This design comes from an exercise in tuning for small area, a short achievable clock period and few clock cycles on the open sky130 flow, not from production work. At most, simulation tests tie the RTL to the original design; equivalence was not proved. Power and IR drop assume default switching activity.

Setup of gamma:
Design deparser_top, start of the top module:
module deparser_top
(
	input wire clk,
	input wire aresetn,
	input deparser_pkg::phv_t phv,
	input wire phv_empty,
	output logic phv_rd_en,
	input deparser_pkg::vlan_id_t vlan_id,
	input wire vlan_empty,
	output logic vlan_rd_en,
	input deparser_pkg::head_data_t head_data,
	input deparser_pkg::head_keep_t head_keep,
	input deparser_pkg::head_last_t head_last,
	input wire head_empty,
	output logic head_rd_en,
	input deparser_pkg::seg_data_t body_data,
	input deparser_pkg::seg_keep_t body_keep,
	input wire body_last,
	input wire body_empty,
	output logic body_rd_en,
	output deparser_pkg::seg_data_t out_data,
	output deparser_pkg::seg_keep_t out_keep,
	output logic out_last,
	output logic out_valid,
	input wire out_ready,
	input deparser_pkg::seg_data_t ctrl_data,
	input wire ctrl_valid,
	input wire ctrl_last
);
export LEC_CHECK = 0
export CAP_MARGIN = 20
export CORE_MARGIN = 2
export CORE_UTILIZATION = 40
export SETUP_SLACK_MARGIN = 5.0
export SLEW_MARGIN = 20
export SYNTH_HIERARCHICAL = 1
export SYNTH_MINIMUM_KEEP_SIZE = 1000000
create_clock -name core_clock -period 9.0 [get_ports {clk}]
run.sh (not shown) runs the stock make flow with config.mk's settings and CLKGATE_MAP_FILE= SYNTH_SCRIPT=/design/flow/synth_recipe.tcl, a recipe that flattens the netlist after the stock synthesis.
Setup changes, gamma to beta
--- a/flow/config.mk
+++ b/flow/config.mk
@@ -10,3 +10,3 @@
 export CORE_UTILIZATION = 40
-export SETUP_SLACK_MARGIN = 5.0
+export SETUP_SLACK_MARGIN = 4.5
 export SLEW_MARGIN = 20
--- outcome ---
The path type of the worst setup path comes out register to register in one run and primary input to output pin in the other, namely in beta and gamma respectively. Relative to gamma, the via count measured on beta has decreased slightly. beta against gamma: least setup slack across all paths after layout -0.21 ns; wire length of the first global-routing pass level; cell area power density closely matched the old numbers.
No functional check of the RTL was part of any run of this note.

* * *

deparser_top, a different RTL version from the one above (not shown whole).
Size: ~54000 sq um of cells after synthesis.
clock: 9.0 ns
lec_check: 0
cap_margin: 20
core_margin: 2
core_utilization: 40
cts_buf_list: sky130_fd_sc_hd__clkbuf_8
cts_cluster_diameter: 50
cts_cluster_size: 14
setup_slack_margin: 5.0
slew_margin: 20
synth_hierarchical: 1
synth_minimum_keep_size: 1000000
standard.sh (not shown) runs the stock make flow with config.mk's settings and CLKGATE_MAP_FILE= SYNTH_SCRIPT=/design/flow/synth_recipe.tcl, a recipe that flattens the netlist after the stock synthesis.
==> flow/flow/run.sh <==
#!/bin/bash
set -uo pipefail
here=$(pwd)
export BUFFER_PORTS_ARGS="-buffer_cell sky130_fd_sc_hd__buf_1"
export CTS_ARGS="-sink_clustering_enable -repair_clock_nets -dont_use_dummy_load -sink_clustering_size 20 -sink_clustering_max_diameter 60 -buf_list sky130_fd_sc_hd__clkbuf_8"
export IO_CONSTRAINTS="$here/flow/io.tcl"
bash standard.sh > standard.log 2>&1
==> flow/flow/io.tcl <==
# Keep the FIFO handshake pins and the output handshake next to each other, so the
# paths from an empty flag to its read enable stay short.
set ctl {vlan_empty vlan_rd_en phv_empty phv_rd_en phv[384] head_empty head_rd_en head_last[0] head_last[1] body_empty body_rd_en body_last out_ready out_valid}
set_io_pin_constraint -pin_names $ctl -region right:180-220
The baseline finished with timing, DRC and antenna clean.
Testbench counts at the start, summed over its fixed seeds: cycles 7,869.
Next try:
==> flow/flow/run.sh (replaced) <==
#!/bin/bash
set -uo pipefail
here=$(pwd)
export BUFFER_PORTS_ARGS="-buffer_cell sky130_fd_sc_hd__buf_1"
export CTS_ARGS="-sink_clustering_enable -repair_clock_nets -dont_use_dummy_load -sink_clustering_size 14 -sink_clustering_max_diameter 50 -buf_list sky130_fd_sc_hd__clkbuf_8"
export IO_CONSTRAINTS="$here/flow/io.tcl"
bash standard.sh > standard.log 2>&1
Result: The new run went through all stages and came out clean. Die area stays the same. Final cell count went up by 0.50%. Non-clock buffer count decreases by 1. Routed wire length hardly moves. Cell area increases by 0.79%. Register-to-register slack hardly moves. Core utilization is higher by 0.35 points. Via count came out higher by 0.47%. Critical path depth is unchanged. Clock power climbs by 14%.
Next try:
==> flow/flow/run.sh (replaced) <==
#!/bin/bash
set -uo pipefail
here=$(pwd)
export BUFFER_PORTS_ARGS="-buffer_cell sky130_fd_sc_hd__buf_1"
export CTS_ARGS="-sink_clustering_enable -repair_clock_nets -dont_use_dummy_load -sink_clustering_size 28 -sink_clustering_max_diameter 70 -buf_list sky130_fd_sc_hd__clkbuf_16"
export IO_CONSTRAINTS="$here/flow/io.tcl"
bash standard.sh > standard.log 2>&1
- The changed run produced a clean layout
- synthesized cell count stays the same
- count of clock-buffer cells in the layout went down by 58
- worst setup slack is worse by 0.040 ns
- utilization hardly moves
- clock skew fell by 0.030 ns
- sequential share of layout area is about the same
- first-iteration DRC count fell by 1.1%
- register-to-register slack gets worse by 0.03 ns

* * *

Another version of the RTL of deparser_top (not shown whole).
Size in the first run: ~5000 cells after synthesis, ~1500 flip-flops, roughly 770 I/O pins, ~65000 um2 of cells after synthesis.
==> flow/config.mk <==
export PLATFORM = sky130hd
export DESIGN_NAME = deparser_top
export DESIGN_NICKNAME = deparser_top
export VERILOG_FILES = /design/flow/design.v
export SDC_FILE = /design/flow/constraint.sdc
export NUM_CORES = 8
export LEC_CHECK = 0
export CAP_MARGIN = 20
export CORE_MARGIN = 2
export CORE_UTILIZATION = 40
export CTS_BUF_LIST = sky130_fd_sc_hd__clkbuf_8
export CTS_CLUSTER_DIAMETER = 50
export CTS_CLUSTER_SIZE = 14
export SETUP_SLACK_MARGIN = 5.0
export SLEW_MARGIN = 20
export SYNTH_HIERARCHICAL = 1
export SYNTH_MINIMUM_KEEP_SIZE = 1000000
==> flow/constraint.sdc <==
create_clock -name core_clock -period 9.0 [get_ports {clk}]
set_input_delay 1.8000 -clock core_clock [delete_from_list [all_inputs] [get_ports {clk}]]
set_output_delay 1.8000 -clock core_clock [all_outputs]
set_load 0.01 [all_outputs]
==> flow/flow/run.sh <==
#!/bin/bash
set -uo pipefail
here=$(pwd)
export BUFFER_PORTS_ARGS="-buffer_cell sky130_fd_sc_hd__buf_1"
export CTS_ARGS="-sink_clustering_enable -repair_clock_nets -dont_use_dummy_load -sink_clustering_size 14 -sink_clustering_max_diameter 50 -buf_list sky130_fd_sc_hd__clkbuf_8"
export IO_CONSTRAINTS="$here/flow/io.tcl"
bash standard.sh > standard.log 2>&1
Scripts as last shown in full above: flow/flow/io.tcl
Testbench counts at the start, summed over its fixed seeds: cycles 7,778.
Change:
==> flow/run.sh (new file) <==
#!/bin/bash
# synth_recipe.tcl (not shown) runs the flow's synth.tcl, then flattens the netlist and writes it again
# the make line also repeats each setting of config.mk as NAME=value (left out here)
make -C /OpenROAD-flow-scripts/flow DESIGN_CONFIG=/design/flow/config.mk WORK_HOME=/design/flow/orfs CLKGATE_MAP_FILE= SYNTH_SCRIPT=/design/flow/synth_recipe.tcl finish
removed: flow/flow/run.sh
removed: flow/flow/io.tcl
removed: flow/standard.sh
=>
- die area stays the same
- non-clock buffer count climbs by 11
- register-to-register slack stays flat
- synthesized area stays the same
- total power came out higher by about 7%
- worst setup slack loses 22 ps
- global-route usage rose by 0.50 points
- maximum frequency shrinks by about 0.5%
- cell area increases by about 8%
- worst hold slack improved by 11 ps

* * *

TR:
Another version of the RTL of deparser_top (not shown whole).
Size in the first run: ~3900 cells after synthesis, about 1500 flip-flops, about 770 I/O pins, about 62000 um2 of cells after synthesis.
clock: 9.0 ns
lec_check: 0
cap_margin: 20
core_margin: 2
core_utilization: 60
cts_buf_list: sky130_fd_sc_hd__clkbuf_8
cts_cluster_diameter: 50
cts_cluster_size: 14
setup_slack_margin: 5.0
slew_margin: 20
synth_hierarchical: 1
synth_minimum_keep_size: 1000000
==> flow/flow/run.sh <==
#!/bin/bash
set -uo pipefail
here=$(pwd)
export BUFFER_PORTS_ARGS="-buffer_cell sky130_fd_sc_hd__buf_1"
export CTS_ARGS="-sink_clustering_enable -repair_clock_nets -dont_use_dummy_load -sink_clustering_size 14 -sink_clustering_max_diameter 50 -buf_list sky130_fd_sc_hd__clkbuf_8"
export IO_CONSTRAINTS="$here/flow/io.tcl"
bash standard.sh > standard.log 2>&1
==> flow/flow/io.tcl <==
# Keep the FIFO handshake pins and the output handshake next to each other, so the
# paths from an empty flag to its read enable stay short.
set ctl {vlan_empty vlan_rd_en phv_empty phv_rd_en phv[384] head_empty head_rd_en head_last[0] head_last[1] body_empty body_rd_en body_last out_ready out_valid}
set_io_pin_constraint -pin_names $ctl -region right:180-220
TR was carried through to the last stage, and its layout satisfied the timing, DRC and antenna checks.
Relative to TR, the following input files were edited for PW:
Settings: CORE_UTILIZATION: 60 -> 40.
## What came out
PW vs TR — initial antenna violation count rose 11.
Between PW and TR, it is PW whose area growth from synthesis to layout is higher, by 1.5 points.
Area: PW vs TR -> PW larger
Status | TR and PW | clean
[compare] base=TR new=PW: sequential portion of the cell area dropped 0.81 points, time the worst path needs with I/O delays and setup climbed 0.012 ns, overall global routing resource usage dropped 14 points, minimum hold slack barely changed, via count dropped about 5.4%.
~same highest attainable clock frequency in TR and PW
Cell count of the worst reg-to-reg path (lower): PW
Summary of the comparison: worst setup slack is lower in PW, relative to TR.
No run of this note included a check of the RTL's function; only the layout flow was run.

* * *

Another version of the RTL of deparser_top (not shown whole).
Size: about 4,300 cells after synthesis, ~1,500 flip-flops, roughly 770 I/O pins, about 54,000 µm² of cells after synthesis.
==> flow/config.mk <==
export PLATFORM = sky130hd
export DESIGN_NAME = deparser_top
export DESIGN_NICKNAME = deparser_top
export VERILOG_FILES = /design/flow/design.v
export SDC_FILE = /design/flow/constraint.sdc
export NUM_CORES = 8
export LEC_CHECK = 0
export CAP_MARGIN = 20
export CORE_MARGIN = 2
export CORE_UTILIZATION = 40
export CTS_BUF_LIST = sky130_fd_sc_hd__clkbuf_8
export CTS_CLUSTER_DIAMETER = 50
export CTS_CLUSTER_SIZE = 14
export PLACE_DENSITY = 0.45
export SETUP_SLACK_MARGIN = 5.0
export SLEW_MARGIN = 20
export SYNTH_HIERARCHICAL = 1
export SYNTH_MINIMUM_KEEP_SIZE = 1000000
==> flow/constraint.sdc <==
create_clock -name core_clock -period 9.0 [get_ports {clk}]
set_input_delay 1.8000 -clock core_clock [delete_from_list [all_inputs] [get_ports {clk}]]
set_output_delay 1.8000 -clock core_clock [all_outputs]
set_load 0.01 [all_outputs]
Scripts as last shown in full above: flow/flow/run.sh, flow/flow/io.tcl
The first run finished with timing, DRC and antenna clean.
Testbench counts at the start, summed over its fixed seeds: cycles 7,832.
==> next run, changes <==
--- a/flow/flow/run.sh
+++ b/flow/flow/run.sh
@@ -5,0 +6 @@
+export SETUP_SLACK_MARGIN=5.3
Settings changed: PLACE_DENSITY 0.45 to default, SETUP_SLACK_MARGIN 5.0 to default.
Effect: The changed run completed without violations. Utilization is about the same. Clock skew increases by 27 ps. Count of clock-buffer cells in the layout shrinks by 10.
==> next run, changes <==
--- a/flow/flow/run.sh
+++ b/flow/flow/run.sh
@@ -6 +5,0 @@
-export SETUP_SLACK_MARGIN=5.3
Settings changed: CAP_MARGIN 20 to 0, SETUP_SLACK_MARGIN from default to 5.0, SLEW_MARGIN 20 to 0.
Effect:
- flip-flop and latch count does not change
- sequential power is about the same
- design area fell slightly
- via count drops slightly
==> next run, changes <==
Settings changed: CAP_MARGIN 0 to 20, SLEW_MARGIN 0 to 20.
The changed run passed the timing, DRC and antenna checks.
Cell area stays flat.
First-iteration DRC count decreases by a little under a tenth.
Wire length is about the same.
Clock power is about the same.
Final cell count stays flat.
Count of clock-buffer cells in the layout stays the same.
Area after synthesis stays the same.
Global-route usage stays flat.

* * *

Setup of rev 12:
Another version of the RTL of deparser_top (not shown whole).
Size in the first run: about 4,300 cells after synthesis, ~1,500 flip-flops, ~770 I/O pins, roughly 54,000 µm² of cells after synthesis.
Settings: LEC_CHECK=0, CAP_MARGIN=20, CORE_MARGIN=2, CORE_UTILIZATION=40, CTS_BUF_LIST=sky130_fd_sc_hd__clkbuf_8, CTS_CLUSTER_DIAMETER=50, CTS_CLUSTER_SIZE=14, GPL_ROUTABILITY_DRIVEN=0, PLACE_DENSITY=0.7, SETUP_SLACK_MARGIN=5.0, SLEW_MARGIN=20, SYNTH_HIERARCHICAL=1, SYNTH_MINIMUM_KEEP_SIZE=1000000; clock period 9.0 ns.
==> flow/flow/run.sh <==
#!/bin/bash
set -uo pipefail
here=$(pwd)
export BUFFER_PORTS_ARGS="-buffer_cell sky130_fd_sc_hd__buf_1"
export CTS_ARGS="-sink_clustering_enable -repair_clock_nets -dont_use_dummy_load -sink_clustering_size 14 -sink_clustering_max_diameter 50 -buf_list sky130_fd_sc_hd__clkbuf_8"
export IO_CONSTRAINTS="$here/flow/io.tcl"
bash standard.sh > standard.log 2>&1
Scripts as last shown in full above: flow/flow/io.tcl
Testbench counts of rev 12, summed over its fixed seeds: cycles 7,832.
[inputs] rev 13 vs rev 12
Settings: clearing PLACE_DENSITY, which used to be 0.7; swapping 40 for 50 in CORE_UTILIZATION.
### Flow results
On rev 13: total met3 wirelength after detailed routing is about 6% higher than what rev 12 gave. Diff rev 12 -> rev 13: clock network fraction of total power moved up; routed metal-1 wire length down about 8%. Compare rev 13 and rev 12 | clock buffer count lower: rev 12. Setup slack of the critical path after layout, rev 13 and rev 12: larger value in rev 12.

* * *

## build 73
Starting RTL as in the previous note.
// deparser_top
module deparser_top
(
	input wire clk,
	input wire aresetn,
	input deparser_pkg::phv_t phv,
	input wire phv_empty,
	output logic phv_rd_en,
	input deparser_pkg::vlan_id_t vlan_id,
	input wire vlan_empty,
	output logic vlan_rd_en,
	input deparser_pkg::head_data_t head_data,
	input deparser_pkg::head_keep_t head_keep,
	input deparser_pkg::head_last_t head_last,
	input wire head_empty,
	output logic head_rd_en,
	input deparser_pkg::seg_data_t body_data,
	input deparser_pkg::seg_keep_t body_keep,
	input wire body_last,
	input wire body_empty,
	output logic body_rd_en,
	output deparser_pkg::seg_data_t out_data,
	output deparser_pkg::seg_keep_t out_keep,
	output logic out_last,
	output logic out_valid,
	input wire out_ready,
	input deparser_pkg::seg_data_t ctrl_data,
	input wire ctrl_valid,
	input wire ctrl_last
);
	logic wr_en;
	deparser_pkg::table_addr_t wr_addr;
	logic [31:0] wr_data, lookup;
	logic rd_hit;
	deparser_pkg::table_addr_t rd_addr;
	act_table_loader u_loader (.clk(clk), .aresetn(aresetn), .ctrl_data(ctrl_data),
		.ctrl_valid(ctrl_valid), .ctrl_last(ctrl_last), .wr_en(wr_en), .wr_addr(wr_addr),
		.wr_data(wr_data));
	act_table_ram u_ram (.clk(clk), .aresetn(aresetn), .wr_en(wr_en), .wr_addr(wr_addr),
		.wr_data(wr_data), .rd_addr(rd_addr), .rd_data(lookup), .rd_hit(rd_hit));
	logic [31:0] e0, e0_n, e1;
	deparser_pkg::table_addr_t iq0, iq1;
	logic iv0, iv1, ev0, ev0_n, e_load, e_load1, ev1, lk_on, lk_done;
	logic [1:0] lk;
	logic j0v, j0d, j1v, j1d, j0v_n, j0d_n, j1v_n, j1d_n;
	deparser_pkg::head_data_t ov0, ov1;
	deparser_pkg::head_keep_t om0, om1;
	logic full0, full1, drop0, drop1, wp, rp, pe_act, seg_q;
	logic full0_n, full1_n, drop0_n, drop1_n, wp_n, rp_n, seg_n, kd_n, ks_n;
  ...
export LEC_CHECK = 0
export CAP_MARGIN = 20
export CORE_MARGIN = 2
export CORE_UTILIZATION = 40
export CTS_BUF_LIST = sky130_fd_sc_hd__clkbuf_8
export CTS_CLUSTER_DIAMETER = 50
export CTS_CLUSTER_SIZE = 14
export GPL_ROUTABILITY_DRIVEN = 0
export SETUP_SLACK_MARGIN = 5.0
export SLEW_MARGIN = 20
export SYNTH_HIERARCHICAL = 1
export SYNTH_MINIMUM_KEEP_SIZE = 1000000
create_clock -name core_clock -period 9.0 [get_ports {clk}]
Scripts as last shown in full above: flow/flow/run.sh, flow/flow/io.tcl
Per the final summary, build 73 finished and its layout is clean on timing, DRC and antenna.
Testbench counts of build 73, summed over its fixed seeds: cycles 7,832.
For build 79, these inputs were changed with respect to build 73:
- GPL_TIMING_DRIVEN: unset -> 0
Notes after the runs:
- [compare] base=build 73 new=build 79: via count of the first global-routing pass rose by about 8%; first-pass GRT wire length rose by 23,000 um; worst setup skew after layout rose by 0.033 ns; count of clock-net buffers in the final layout rose by 2.
- Number of gates on the worst path with buffers counted came out lower on build 79 than on build 73.
- [compare] base=build 73 new=build 79: global-route usage increased 2.5 points; net switching power figure increased 2.0%; biggest cell delay along the critical path increased 0.02 ns.
> inputs changed (build 79 -> build 9)
- removing GPL_ROUTABILITY_DRIVEN (formerly 0)
Having completed the whole flow, build 9 delivered a layout that passed the timing, DRC and antenna checks.
Status: multi-input gate share of the layout cell area parity (build 79, build 9)
Status: switching power parity (build 9, build 79)
Compared build 79 against build 9; fmax within noise.
On post-cts repair resize count, the higher figure sits with build 79, not build 9.
Per the comparison of build 9 with build 79, register-to-register slack shows a reduction of 0.02 ns, final-layout clock-cell area share shows no meaningful change.
Build 9 reports a lower number of inserted diodes than build 79 does.
Taking build 79 as the reference, in build 9 fraction of layout instances using a drive strength above 1 saw little to no change, fraction of the mapped netlist area in compound gates saw little to no change.

static timing again, ports no longer ideal:
Ports are ideal in the flow. The routed layouts listed here were re-timed in OpenROAD.
Step 1 sets driving cells, clkbuf_16 on the clock port and buf_2 on the other inputs (assumed; they add their load-dependent delay and slew).
Step 2 moves the port delays by t, midway between the first and last clock arrival at a register: inputs arrive t later, outputs are due t later. That takes back most of the time a late clock gives input paths.
a / b / c = ideal ports / drivers / drivers and shift; a / b = the first two.
run | t, ns | setup slack, ns | hold WS [ns] | latest minus earliest clock arrival (ns) | cell pins on the clock port's net
gamma | 0.860 | 4.694 / 4.645 / 4.051 | 0.446 / 0.446 / 0.446 | 0.064 / 0.064 | 1
beta | 0.851 | 4.481 / 4.481 / 3.681 | 0.451 / 0.451 / 0.451 | 0.080 / 0.081 | 1
the first run of note 2 | 0.847 | 4.862 / 4.761 / 4.377 | 0.245 / 0.245 / 0.245 | 0.159 / 0.159 | 1
the second run of note 2 | 0.879 | 4.888 / 4.783 / 4.379 | 0.283 / 0.283 / 0.283 | 0.136 / 0.136 | 1
the third run of note 2 | 0.744 | 4.847 / 4.752 / 4.457 | 0.288 / 0.288 / 0.288 | 0.108 / 0.108 | 1
the first run of note 3 | 0.928 | 4.847 / 4.795 / 3.994 | 0.464 / 0.464 / 0.464 | 0.192 / 0.193 | 1
the second run of note 3 | 0.988 | 4.826 / 4.721 / 3.911 | 0.475 / 0.475 / 0.475 | 0.079 / 0.079 | 1
TR | 0.871 | 4.794 / 4.767 / 4.173 | 0.506 / 0.506 / 0.506 | 0.142 / 0.142 | 1
PW | 0.939 | 4.781 / 4.686 / 4.198 | 0.506 / 0.506 / 0.506 | 0.130 / 0.130 | 1
the first run of note 5 | 0.898 | 4.823 / 4.719 / 4.033 | 0.263 / 0.263 / 0.263 | 0.111 / 0.111 | 1
the second run of note 5 | 0.900 | 4.897 / 4.776 / 4.309 | 0.267 / 0.267 / 0.267 | 0.164 / 0.165 | 1
the third run of note 5 | 0.904 | 4.917 / 4.783 / 4.338 | 0.261 / 0.261 / 0.261 | 0.117 / 0.117 | 1
the fourth run of note 5 | 0.900 | 4.907 / 4.786 / 4.303 | 0.271 / 0.271 / 0.271 | 0.121 / 0.121 | 1
rev 12 | 0.918 | 4.896 / 4.819 / 4.148 | 0.270 / 0.270 / 0.270 | 0.128 / 0.127 | 1
rev 13 | 0.907 | 4.851 / 4.759 / 4.228 | 0.280 / 0.280 / 0.280 | 0.097 / 0.096 | 1
build 73 | 0.904 | 4.927 / 4.823 / 4.157 | 0.259 / 0.259 / 0.259 | 0.123 / 0.123 | 1
build 79 | 0.912 | 4.942 / 4.839 / 4.307 | 0.279 / 0.279 / 0.279 | 0.156 / 0.156 | 1
build 9 | 0.940 | 4.943 / 4.830 / 4.140 | 0.246 / 0.246 / 0.246 | 0.130 / 0.130 | 1
After both steps every run listed still meets setup and hold. The setup slack of the second run of note 3, which loses most, moves by -0.105 ns with the drivers and by -0.915 ns with both steps.
